Background: an optimization exercise with open tools, aiming at small area. Do not read the settings as production practice. Only simulation tests tie the RTL to the original design; equivalence was not proved. No activity file was given, so power comes from the tool's default toggle rates.

== the reference run ==
==> flow/design.v <==
package rv_pkg;
    localparam logic [6:0] OP_RTYPE = 7'b0110011;
    localparam logic [6:0] F7_BASE  = 7'b0000000;
    localparam logic [6:0] F7_ALT   = 7'b0100000;
    localparam logic [2:0] F3_ADD   = 3'b000;
    localparam logic [2:0] F3_AND   = 3'b111;
    localparam logic [2:0] F3_OR    = 3'b110;
    localparam logic [2:0] F3_XOR   = 3'b100;
    localparam int OPC_LSB = 0;
    localparam int RD_LSB  = 7;
    localparam int F3_LSB  = 12;
    localparam int RS1_LSB = 15;
    localparam int RS2_LSB = 20;
    localparam int F7_LSB  = 25;
    typedef enum logic [2:0] {
        ALU_ADD,
        ALU_SUB,
        ALU_AND,
        ALU_OR,
        ALU_XOR,
        ALU_ILLEGAL
    } alu_op_t;
    function automatic rv_pkg::alu_op_t decode_op(input logic [31:0] w);
        logic [9:0] key;
        rv_pkg::alu_op_t    op;
        key = {w[rv_pkg::F7_LSB +: 7], w[rv_pkg::F3_LSB +: 3]};
        op  = rv_pkg::ALU_ILLEGAL;
        if (w[rv_pkg::OPC_LSB +: 7] == rv_pkg::OP_RTYPE) begin
            case (key)
                {rv_pkg::F7_BASE, rv_pkg::F3_ADD}: op = rv_pkg::ALU_ADD;
                {rv_pkg::F7_ALT,  rv_pkg::F3_ADD}: op = rv_pkg::ALU_SUB;
                {rv_pkg::F7_BASE, rv_pkg::F3_AND}: op = rv_pkg::ALU_AND;
                {rv_pkg::F7_BASE, rv_pkg::F3_OR }: op = rv_pkg::ALU_OR;
                {rv_pkg::F7_BASE, rv_pkg::F3_XOR}: op = rv_pkg::ALU_XOR;
                default:           op = rv_pkg::ALU_ILLEGAL;
            endcase
        end
        decode_op = op;
    endfunction
endpackage
module rv_regfile #(
    parameter int XLEN = 32
) (
    input  logic            clk,
    input  logic [31:1]     wsel,
    input  logic [XLEN-1:0] wdata,
    input  logic [7:0]      rhi1_n,
    input  logic [3:0]      rlo1_n,
    input  logic [7:0]      rhi2_n,
    input  logic [3:0]      rlo2_n,
    output logic [XLEN-1:0] rdata1,
    output logic [XLEN-1:0] rdata2
);
    logic [XLEN-1:0] mem_q [1:31];
    logic [31:0]     rsel1, rsel2;
    for (genvar i = 0; i < 32; i++) begin : g_rsel
        assign rsel1[i] = !(rhi1_n[i/4] | rlo1_n[i%4]);
        assign rsel2[i] = !(rhi2_n[i/4] | rlo2_n[i%4]);
    end
    for (genvar i = 1; i < 32; i++) begin : g_reg
        always_ff @(posedge clk) begin
            if (wsel[i]) begin
                mem_q[i] <= wdata;
            end
        end
    end
    for (genvar b = 0; b < XLEN; b++) begin : g_rd
        logic [31:1] col;
        for (genvar i = 1; i < 32; i++) begin : g_col
            assign col[i] = mem_q[i][b];
        end
        rv_rf_rbit u_r1 (.d(col), .sel(rsel1[31:1]), .y(rdata1[b]));
        rv_rf_rbit u_r2 (.d(col), .sel(rsel2[31:1]), .y(rdata2[b]));
    end
endmodule
module rv_rf_rbit (
    input  logic [31:1] d,
    input  logic [31:1] sel,
    output logic        y
);
    logic [10:0] g_n;
    logic [2:0]  h;
    for (genvar k = 0; k < 10; k++) begin : g_aoi
        rv_aoi222 u_aoi (
            .a0(d[3*k+1]), .b0(sel[3*k+1]),
            .a1(d[3*k+2]), .b1(sel[3*k+2]),
            .a2(d[3*k+3]), .b2(sel[3*k+3]),
            .y (g_n[k])
        );
    end
    rv_nand2 u_n31 (.a(d[31]), .b(sel[31]), .y(g_n[10]));
    rv_nand4 u_h0 (.a(g_n[0]), .b(g_n[1]), .c(g_n[2]),  .d(g_n[3]), .y(h[0]));
    rv_nand4 u_h1 (.a(g_n[4]), .b(g_n[5]), .c(g_n[6]),  .d(g_n[7]), .y(h[1]));
    rv_nand3 u_h2 (.a(g_n[8]), .b(g_n[9]), .c(g_n[10]), .y(h[2]));
    assign y = |h;
endmodule
module rv_aoi222 (
    input  logic a0, b0, a1, b1, a2, b2,
    output logic y
);
    assign y = !((a0 & b0) | (a1 & b1) | (a2 & b2));
endmodule
module rv_nand2 (
    input  logic a, b,
    output logic y
);
    assign y = !(a & b);
endmodule
module rv_nand3 (
    input  logic a, b, c,
    output logic y
);
    assign y = !(a & b & c);
endmodule
module rv_nand4 (
    input  logic a, b, c, d,
    output logic y
);
    assign y = !(a & b & c & d);
endmodule
module rv_decode_issue
#(
    parameter int XLEN         = 32,
    parameter int INFLIGHT_MAX = 4
) (
    input  logic            clk,
    input  logic            rst_n,
    input  logic            instr_valid,
    input  logic [31:0]     instr,
    output logic            instr_ready,
    input  logic            wb_en,
    input  logic [4:0]      wb_rd,
    input  logic [XLEN-1:0] wb_data,
    output logic            issue_valid,
    output logic [6:0]      OPCODE,
    output logic [6:0]      FUNC7,
    output logic [2:0]      FUNC3,
    output logic [XLEN-1:0] OP1,
    output logic [XLEN-1:0] OP2,
    output logic [4:0]      issue_rd,
    output logic            illegal_instr
);
    logic [4:0]  rd, rs1, rs2;
    logic        legal, hazard, room, take;
    logic [31:0] wb_mask, busy_live, rd_mask;
    logic [31:1] busy_q;
    logic [2:0]  count_q;
    logic        valid_q, illegal_q;
    logic [4:0]  rd_q;
    logic [7:0]  rs1_hi_n_q, rs2_hi_n_q;
    logic [3:0]  rs1_lo_n_q, rs2_lo_n_q;
    logic [7:0]  rs1_hi_n, rs2_hi_n;
    logic [3:0]  rs1_lo_n, rs2_lo_n;
    logic [2:0]  func3_q;
    logic        sub_q;
    assign rd    = instr[rv_pkg::RD_LSB +: 5];
    assign rs1   = instr[rv_pkg::RS1_LSB +: 5];
    assign rs2   = instr[rv_pkg::RS2_LSB +: 5];
    assign legal = rv_pkg::decode_op(instr) != rv_pkg::ALU_ILLEGAL;
    rv_predec u_pd1 (.a(rs1), .hi_n(rs1_hi_n), .lo_n(rs1_lo_n));
    rv_predec u_pd2 (.a(rs2), .hi_n(rs2_hi_n), .lo_n(rs2_lo_n));
    rv_regfile #(.XLEN(XLEN)) u_rf (
        .clk    (clk),
        .wsel   (wb_mask[31:1]),
        .wdata  (wb_data),
        .rhi1_n (rs1_hi_n_q),
        .rlo1_n (rs1_lo_n_q),
        .rhi2_n (rs2_hi_n_q),
        .rlo2_n (rs2_lo_n_q),
        .rdata1 (OP1),
        .rdata2 (OP2)
    );
    assign wb_mask   = wb_en ? (32'd1 << wb_rd) : 32'd0;
    assign busy_live = {busy_q, 1'b0} & ~wb_mask;
    assign rd_mask   = 32'd1 << rd;
    assign hazard    = busy_live[rs1] | busy_live[rs2] | busy_live[rd];
    assign room      = !count_q[2] | wb_en;
    assign instr_ready = rst_n & (!legal | (!hazard & room));
    assign take        = instr_valid & legal & !hazard & room;
    always_ff @(posedge clk or negedge rst_n) begin
        if (!rst_n) begin
            busy_q    <= '0;
            count_q   <= '0;
            valid_q   <= 1'b0;
            illegal_q <= 1'b0;
        end else begin
            busy_q    <= busy_live[31:1] | ({31{take}} & rd_mask[31:1]);
            if (take && !wb_en) begin
                count_q <= count_q + 3'd1;
            end else if (!take && wb_en && (count_q != 3'd0)) begin
                count_q <= count_q - 3'd1;
            end
            valid_q   <= take;
            illegal_q <= instr_valid & !legal;
        end
    end
    always_ff @(posedge clk) begin
        rd_q    <= rd;
        rs1_hi_n_q <= rs1_hi_n;
        rs1_lo_n_q <= rs1_lo_n;
        rs2_hi_n_q <= rs2_hi_n;
        rs2_lo_n_q <= rs2_lo_n;
        func3_q <= instr[rv_pkg::F3_LSB +: 3];
        sub_q   <= instr[rv_pkg::F7_LSB + 5];
    end
    assign issue_valid   = valid_q;
    assign illegal_instr = illegal_q;
    assign OPCODE        = rv_pkg::OP_RTYPE;
    assign FUNC7         = {1'b0, sub_q, 5'b0};
    assign FUNC3         = func3_q;
    assign issue_rd      = rd_q;
endmodule
module rv_predec (
    input  logic [4:0] a,
    output logic [7:0] hi_n,
    output logic [3:0] lo_n
);
    assign hi_n = ~(8'd1 << a[4:2]);
    assign lo_n = ~(4'd1 << a[1:0]);
endmodule
Settings: LEC_CHECK=0, CAP_MARGIN=20, CELL_PAD_IN_SITES_DETAIL_PLACEMENT=1, CELL_PAD_IN_SITES_GLOBAL_PLACEMENT=1, CORE_MARGIN=2, CORE_UTILIZATION=40, PLACE_DENSITY=0.55, SETUP_SLACK_MARGIN=0.05, SLEW_MARGIN=20, SYNTH_HIERARCHICAL=1; clock period 5.0 ns.
standard.sh (not shown) runs the stock make flow with config.mk's settings and CLKGATE_MAP_FILE= SYNTH_SCRIPT=/design/flow/synth_recipe.tcl, a recipe that flattens the netlist after the stock synthesis.
==> flow/flow/run.sh <==
#!/bin/bash
set -o pipefail
export CTS_ARGS="-sink_clustering_enable -sink_clustering_size 16 -sink_clustering_max_diameter 80 -repair_clock_nets -dont_use_dummy_load -buf_list {sky130_fd_sc_hd__clkbuf_4 sky130_fd_sc_hd__clkbuf_8}"
export BUFFER_PORTS_ARGS="-buffer_cell sky130_fd_sc_hd__buf_1"
bash standard.sh > standard.log 2>&1
The reference run finished end to end and its layout was clean on timing, DRC and antenna.
For the trial run, these inputs were changed with respect to the reference run:
diff --git a/flow/design.v b/flow/design.v
--- a/flow/design.v
+++ b/flow/design.v
@@ -43,21 +43,17 @@
 ) (
     input  logic            clk,
     input  logic [31:1]     wsel,
     input  logic [XLEN-1:0] wdata,
-    input  logic [7:0]      rhi1_n,
-    input  logic [3:0]      rlo1_n,
-    input  logic [7:0]      rhi2_n,
-    input  logic [3:0]      rlo2_n,
+    input  logic [4:0]      raddr1,
+    input  logic [4:0]      raddr2,
     output logic [XLEN-1:0] rdata1,
     output logic [XLEN-1:0] rdata2
 );
     logic [XLEN-1:0] mem_q [1:31];
     logic [31:0]     rsel1, rsel2;
-    for (genvar i = 0; i < 32; i++) begin : g_rsel
-        assign rsel1[i] = !(rhi1_n[i/4] | rlo1_n[i%4]);
-        assign rsel2[i] = !(rhi2_n[i/4] | rlo2_n[i%4]);
-    end
+    assign rsel1 = 32'd1 << raddr1;
+    assign rsel2 = 32'd1 << raddr2;
     for (genvar i = 1; i < 32; i++) begin : g_reg
         always_ff @(posedge clk) begin
             if (wsel[i]) begin
                 mem_q[i] <= wdata;
@@ -145,29 +141,21 @@
     logic [31:0] wb_mask, busy_live, rd_mask;
     logic [31:1] busy_q;
     logic [2:0]  count_q;
     logic        valid_q, illegal_q;
-    logic [4:0]  rd_q;
-    logic [7:0]  rs1_hi_n_q, rs2_hi_n_q;
-    logic [3:0]  rs1_lo_n_q, rs2_lo_n_q;
-    logic [7:0]  rs1_hi_n, rs2_hi_n;
-    logic [3:0]  rs1_lo_n, rs2_lo_n;
+    logic [4:0]  rd_q, rs1_q, rs2_q;
     logic [2:0]  func3_q;
     logic        sub_q;
     assign rd    = instr[rv_pkg::RD_LSB +: 5];
     assign rs1   = instr[rv_pkg::RS1_LSB +: 5];
     assign rs2   = instr[rv_pkg::RS2_LSB +: 5];
     assign legal = rv_pkg::decode_op(instr) != rv_pkg::ALU_ILLEGAL;
-    rv_predec u_pd1 (.a(rs1), .hi_n(rs1_hi_n), .lo_n(rs1_lo_n));
-    rv_predec u_pd2 (.a(rs2), .hi_n(rs2_hi_n), .lo_n(rs2_lo_n));
     rv_regfile #(.XLEN(XLEN)) u_rf (
         .clk    (clk),
         .wsel   (wb_mask[31:1]),
         .wdata  (wb_data),
-        .rhi1_n (rs1_hi_n_q),
-        .rlo1_n (rs1_lo_n_q),
-        .rhi2_n (rs2_hi_n_q),
-        .rlo2_n (rs2_lo_n_q),
+        .raddr1 (rs1_q),
+        .raddr2 (rs2_q),
         .rdata1 (OP1),
         .rdata2 (OP2)
     );
     assign wb_mask   = wb_en ? (32'd1 << wb_rd) : 32'd0;
@@ -195,12 +183,10 @@
         end
     end
     always_ff @(posedge clk) begin
         rd_q    <= rd;
-        rs1_hi_n_q <= rs1_hi_n;
-        rs1_lo_n_q <= rs1_lo_n;
-        rs2_hi_n_q <= rs2_hi_n;
-        rs2_lo_n_q <= rs2_lo_n;
+        rs1_q   <= rs1;
+        rs2_q   <= rs2;
         func3_q <= instr[rv_pkg::F3_LSB +: 3];
         sub_q   <= instr[rv_pkg::F7_LSB + 5];
     end
     assign issue_valid   = valid_q;
@@ -209,12 +195,4 @@
     assign FUNC7         = {1'b0, sub_q, 5'b0};
     assign FUNC3         = func3_q;
     assign issue_rd      = rd_q;
 endmodule
-module rv_predec (
-    input  logic [4:0] a,
-    output logic [7:0] hi_n,
-    output logic [3:0] lo_n
-);
-    assign hi_n = ~(8'd1 << a[4:2]);
-    assign lo_n = ~(4'd1 << a[1:0]);
-endmodule
Notes after the runs:
- The trial run reached the final stage; the timing, DRC and antenna checks on its layout passed.
- The reference run → the trial run: critical path depth down 3; number of DRC markers in iteration 0 now sits higher; share of power burned in the clock network flat; signal arrival time at the worst endpoint -0.02 ns; met1 usage went up.
- Going from the reference run to the trial run, the die area was shrunk.
- Changes observed in the trial run relative to the reference run: clock skew moved down, post-layout minimum cycle time decreased 0.017 ns, portion of the clock cycle consumed by the worst path in the final layout went down by 0.35 points, share of power burned in combinational logic moved up.
- Summary of the trial run over the reference run: placer congestion estimate saw a decrease, power saw a decrease, largest fanout of any net on the critical path saw an increase.

-- re-timing with driven ports --
No port has a modelled driver above. Below, the same layouts with a new extraction and two added sets of constraints. Step 1: set_driving_cell puts a clkbuf_16 on clk and a buf_2 on each other input, an assumption about the parent block. Step 2 times the ports against the registers' clock, not the clock port: input delays grow and output delays shrink by t, the midpoint of the rising clock arrivals with the driver on. a / b / c = ideal / step 1 / step 2; a / b = the first two.
| run | t, ns | setup WS [ns] | clock arrival spread, ns |
|---|---|---|---|
| the reference run | 0.792 | 0.150 / 0.120 / 0.056 | 0.111 / 0.111 |
| the trial run | 0.802 | 0.168 / 0.099 / 0.138 | 0.067 / 0.067 |
After both steps every run listed still meets setup and hold. The setup slack of the reference run, which loses most, moves by -0.030 ns with the drivers and by -0.094 ns with both steps.
